Source: an optimization exercise on an open RTL-to-GDS flow (aim: small area). Production flows keep margins and buffers that such runs may drop.
The RTL was checked by simulation tests, not by an equivalence proof against the original design.
No activity file was given, so power comes from the tool's default toggle rates.

==> build 46: inputs <==
==> flow/design.v (excerpt) <==
module reg_file
#(
  parameter int DATA_W   = mips_pkg::DATA_W,
  parameter int ADDR_W   = mips_pkg::REG_ADDR_W,
  parameter int NUM_REGS = mips_pkg::NUM_REGS
) (
  input  logic              clk,
  input  logic              rst,
  input  logic [ADDR_W-1:0] rs_addr,
  input  logic [ADDR_W-1:0] rt_addr,
  output logic [DATA_W-1:0] rs_data,
  output logic [DATA_W-1:0] rt_data,
  input  logic              we,
  input  logic [ADDR_W-1:0] wr_addr,
  input  logic [DATA_W-1:0] wr_data,
  input  logic [ADDR_W-1:0] dbg_addr,
  output logic [DATA_W-1:0] dbg_data
);
==> module rf_read_port, before the edit <==
module rf_read_port
#(
  parameter int DATA_W    = mips_pkg::DATA_W,
  parameter int ADDR_W    = mips_pkg::REG_ADDR_W,
  parameter bit BYPASS_EN = 1'b0
) (
  input  logic [ADDR_W-1:0] rd_addr,
  input  logic [DATA_W-1:0] reg_val,
  input  logic              byp_vld,
  input  logic [ADDR_W-1:0] wr_addr,
  input  logic [DATA_W-1:0] wr_data,
  output logic [DATA_W-1:0] rd_data
);
  always_comb begin
    rd_data = reg_val;
    if (BYPASS_EN && byp_vld && (wr_addr == rd_addr)) begin
      rd_data = wr_data;
    end
    if (rd_addr == ADDR_W'(mips_pkg::REG_ZERO)) begin
      rd_data = '0;
    end
  end
endmodule
==> module reg_file, before the edit <==
module reg_file
#(
  parameter int DATA_W   = mips_pkg::DATA_W,
  parameter int ADDR_W   = mips_pkg::REG_ADDR_W,
  parameter int NUM_REGS = mips_pkg::NUM_REGS
) (
  input  logic              clk,
  input  logic              rst,
  input  logic [ADDR_W-1:0] rs_addr,
  input  logic [ADDR_W-1:0] rt_addr,
  output logic [DATA_W-1:0] rs_data,
  output logic [DATA_W-1:0] rt_data,
  input  logic              we,
  input  logic [ADDR_W-1:0] wr_addr,
  input  logic [DATA_W-1:0] wr_data,
  input  logic [ADDR_W-1:0] dbg_addr,
  output logic [DATA_W-1:0] dbg_data
);
  localparam bit ALU_BYPASS = 1'b0;
  logic [DATA_W-1:0] regs_q [NUM_REGS];
  logic [DATA_W-1:0] regs_d [NUM_REGS];
  logic              wr_vld;
  assign wr_vld = we && !rst && (wr_addr != ADDR_W'(mips_pkg::REG_ZERO));
  always_comb begin
    for (int i = 0; i < NUM_REGS; i++) begin
      regs_d[i] = regs_q[i];
    end
    if (wr_vld) begin
      regs_d[wr_addr] = wr_data;
    end
  end
  always_ff @(posedge clk or posedge rst) begin
    if (rst) begin
      for (int i = 0; i < NUM_REGS; i++) begin
        regs_q[i] <= '0;
      end
    end else begin
      for (int i = 0; i < NUM_REGS; i++) begin
        regs_q[i] <= regs_d[i];
      end
    end
  end
  rf_read_port #(.DATA_W(DATA_W), .ADDR_W(ADDR_W), .BYPASS_EN(ALU_BYPASS)) u_rs_port (
    .rd_addr (rs_addr),
    .reg_val (regs_q[rs_addr]),
    .byp_vld (wr_vld),
    .wr_addr (wr_addr),
    .wr_data (wr_data),
    .rd_data (rs_data)
  );
  rf_read_port #(.DATA_W(DATA_W), .ADDR_W(ADDR_W), .BYPASS_EN(ALU_BYPASS)) u_rt_port (
    .rd_addr (rt_addr),
    .reg_val (regs_q[rt_addr]),
    .byp_vld (wr_vld),
    .wr_addr (wr_addr),
    .wr_data (wr_data),
    .rd_data (rt_data)
  );
  rf_read_port #(.DATA_W(DATA_W), .ADDR_W(ADDR_W), .BYPASS_EN(1'b0)) u_dbg_port (
    .rd_addr (dbg_addr),
    .reg_val (regs_q[dbg_addr]),
    .byp_vld (wr_vld),
    .wr_addr (wr_addr),
    .wr_data (wr_data),
    .rd_data (dbg_data)
  );
endmodule
Settings: LEC_CHECK=0, CAP_MARGIN=20, CELL_PAD_IN_SITES_DETAIL_PLACEMENT=1, CELL_PAD_IN_SITES_GLOBAL_PLACEMENT=1, CORE_MARGIN=2, CORE_UTILIZATION=30, PLACE_DENSITY=0.4, SLEW_MARGIN=20; clock period 10.0 ns.
run.sh (not shown) runs the stock make flow with config.mk's settings and CLKGATE_MAP_FILE= SYNTH_SCRIPT=/design/flow/synth_recipe.tcl, a recipe that flattens the netlist after the stock synthesis.
==> inputs of trial 45, as changes to build 46 <==
==> flow/design.v (replaced) <==
package mips_pkg;
  localparam int DATA_W     = 32;
  localparam int REG_ADDR_W = 5;
  localparam int NUM_REGS   = 32;
  localparam logic [REG_ADDR_W-1:0] REG_ZERO = 5'd0;
  localparam logic [REG_ADDR_W-1:0] REG_SP   = 5'd29;
  localparam logic [REG_ADDR_W-1:0] REG_RA   = 5'd31;
endpackage
module rf_read_port
#(
  parameter int DATA_W   = 32,
  parameter int ADDR_W   = 5,
  parameter int NUM_REGS = 32
) (
  input  logic [ADDR_W-1:0]          rd_addr,
  input  logic [NUM_REGS*DATA_W-1:0] regs_flat,
  input  logic [NUM_REGS-1:0]        vld,
  output logic [DATA_W-1:0]          rd_data
);
  logic [NUM_REGS-1:0] sel;
  rf_read_dec #(.ADDR_W(ADDR_W), .NUM_REGS(NUM_REGS)) u_dec (
    .rd_addr (rd_addr),
    .vld     (vld),
    .sel     (sel)
  );
  for (genvar b = 0; b < DATA_W; b++) begin : g_bit
    logic [NUM_REGS-1:0] col;
    for (genvar i = 0; i < NUM_REGS; i++) begin : g_col
      assign col[i] = regs_flat[i*DATA_W + b];
    end
    rf_read_bit u_bit (
      .sel (sel[31:1]),
      .d   (col[31:1]),
      .y   (rd_data[b])
    );
  end
endmodule
module rf_read_dec
#(
  parameter int ADDR_W   = 5,
  parameter int NUM_REGS = 32
) (
  input  logic [ADDR_W-1:0]   rd_addr,
  input  logic [NUM_REGS-1:0] vld,
  output logic [NUM_REGS-1:0] sel
);
  always_comb begin
    sel[0] = 1'b0;
    for (int i = 1; i < NUM_REGS; i++) begin
      sel[i] = (rd_addr == ADDR_W'(i)) && vld[i];
    end
  end
endmodule
module rf_read_bit (
  input  logic [31:1] sel,
  input  logic [31:1] d,
  output logic        y
);
  logic [9:0] t_n;
  for (genvar k = 0; k < 10; k++) begin : g_aoi
    rf_aoi3 u_aoi (
      .s   (sel[3*k+3:3*k+1]),
      .d   (d[3*k+3:3*k+1]),
      .y_n (t_n[k])
    );
  end
  rf_comb u_comb (
    .t_n (t_n),
    .s   (sel[31]),
    .d   (d[31]),
    .y   (y)
  );
endmodule
module rf_aoi3 (
  input  logic [2:0] s,
  input  logic [2:0] d,
  output logic       y_n
);
  assign y_n = ~((s[0] & d[0]) | (s[1] & d[1]) | (s[2] & d[2]));
endmodule
module rf_comb (
  input  logic [9:0] t_n,
  input  logic       s,
  input  logic       d,
  output logic       y
);
  assign y = ~(&t_n) | (s & d);
endmodule
module reg_file
#(
  parameter int DATA_W   = mips_pkg::DATA_W,
  parameter int ADDR_W   = mips_pkg::REG_ADDR_W,
  parameter int NUM_REGS = mips_pkg::NUM_REGS
) (
  input  logic              clk,
  input  logic              rst,
  input  logic [ADDR_W-1:0] rs_addr,
  input  logic [ADDR_W-1:0] rt_addr,
  output logic [DATA_W-1:0] rs_data,
  output logic [DATA_W-1:0] rt_data,
  input  logic              we,
  input  logic [ADDR_W-1:0] wr_addr,
  input  logic [DATA_W-1:0] wr_data,
  input  logic [ADDR_W-1:0] dbg_addr,
  output logic [DATA_W-1:0] dbg_data
);
  logic [NUM_REGS*DATA_W-1:0] regs_flat;
  logic [NUM_REGS-1:0]        vld_q;
  logic [NUM_REGS-1:0]        wr_sel;
  logic [NUM_REGS-1:0]        wr_hold;
  assign regs_flat[DATA_W-1:0] = '0;
  assign vld_q[0]              = 1'b0;
  always_comb begin
    for (int i = 0; i < NUM_REGS; i++) begin
      wr_sel[i]  = we && (wr_addr == ADDR_W'(i));
      wr_hold[i] = !wr_sel[i];
    end
  end
  for (genvar i = 1; i < NUM_REGS; i++) begin : g_reg
    logic [DATA_W-1:0] data_q;
    logic [DATA_W-1:0] data_d;
    for (genvar b = 0; b < DATA_W; b++) begin : g_bit
      rf_wmux u_wmux (
        .ld   (wr_sel[i]),
        .hold (wr_hold[i]),
        .d    (wr_data[b]),
        .q    (data_q[b]),
        .y    (data_d[b])
      );
    end
    always_ff @(posedge clk) begin
      data_q <= data_d;
    end
    always_ff @(posedge clk or posedge rst) begin
      if (rst) begin
        vld_q[i] <= 1'b0;
      end else if (wr_sel[i]) begin
        vld_q[i] <= 1'b1;
      end
    end
    assign regs_flat[i*DATA_W +: DATA_W] = data_q;
  end
  rf_read_port #(.DATA_W(DATA_W), .ADDR_W(ADDR_W), .NUM_REGS(NUM_REGS)) u_rs_port (
    .rd_addr   (rs_addr),
    .regs_flat (regs_flat),
    .vld       (vld_q),
    .rd_data   (rs_data)
  );
  rf_read_port #(.DATA_W(DATA_W), .ADDR_W(ADDR_W), .NUM_REGS(NUM_REGS)) u_rt_port (
    .rd_addr   (rt_addr),
    .regs_flat (regs_flat),
    .vld       (vld_q),
    .rd_data   (rt_data)
  );
  rf_read_port #(.DATA_W(DATA_W), .ADDR_W(ADDR_W), .NUM_REGS(NUM_REGS)) u_dbg_port (
    .rd_addr   (dbg_addr),
    .regs_flat (regs_flat),
    .vld       (vld_q),
    .rd_data   (dbg_data)
  );
endmodule
module rf_wmux (
  input  logic ld,
  input  logic hold,
  input  logic d,
  input  logic q,
  output logic y
);
  assign y = (ld & d) | (hold & q);
endmodule
SYNTH_HIERARCHICAL = 1   (was unset)
SYNTH_MINIMUM_KEEP_SIZE = 0   (was unset)
==> comparison table <==
item                                                                build 46        trial 45
Area of placed instances                                        61,200 sq um    49,000 sq um
Fraction of area in registers                                          37.9%           38.6%
Number of ordinary and repair buffers in the finished layout             461             335
DR pass1 iterations                                                        9              14
Reported sequential group power                                      5.48 mW         5.86 mW
Power in the clock group                                             4.90 mW         4.94 mW
Initial DRC Count                                                      10.0k           12.5k
Cell area after layout                                          65,500 sq um    53,400 sq um
Share of the final layout cell area in multi-input gates               44.5%           43.3%
Placed cell count                                                      7,600           5,855
X dimension of the die                                                434 um          384 um
Run status                                                    finished clean  finished clean
Routed wl met3                                                     50,700 um       46,400 um
Pwr Density                                                      183 nW/um^2     234 nW/um^2
Netlist area before placement                                   55,500 sq um    43,300 sq um
Vias in the first global route                                         55.7k           48.4k
Clock Latency Late Sink                                              0.81 ns         0.76 ns
Overall power                                                        12.0 mW         12.5 mW
Syn Nets                                                               5,263           3,694
Minimum period implied by the final worst setup slack                9.06 ns         8.15 ns
Relative contribution of sequential cells to total power               45.6%           46.9%
Power Combinational                                                  1.64 mW         1.71 mW
Post-DP HPWL                                                      286,000 um      202,000 um
Total CTS buffers                                                        130             131
Register cell area after layout                                 24,800 sq um    20,600 sq um
Switching power                                                      3.90 mW         3.87 mW

-- static timing again, ports no longer ideal --
Ports are ideal in the flow. The routed layouts listed here were re-timed in OpenROAD. Step 1 sets driving cells, clkbuf_16 on the clock port and buf_2 on the other inputs (assumed; they add their load-dependent delay and slew). Step 2 moves the port delays by t, midway between the first and last clock arrival at a register: inputs arrive t later, outputs are due t later. That takes back most of the time a late clock gives input paths. Three values: no drivers, after step 1, after step 2; two values: the first two.
| run | t, ns | setup WS [ns] | clock arrival spread, ns | pins driven straight from the clock port |
|---|---|---|---|---|
| build 46 | 0.900 | 0.944 / 0.921 / 0.921 | 0.040 / 0.040 | 1 |
| trial 45 | 0.851 | 1.845 / 1.823 / 1.823 | 0.047 / 0.047 | 1 |
After both steps setup and hold are still met in every run listed. For build 46, which loses most, drivers alone change the setup slack by -0.023 ns; drivers and shift together by -0.023 ns.
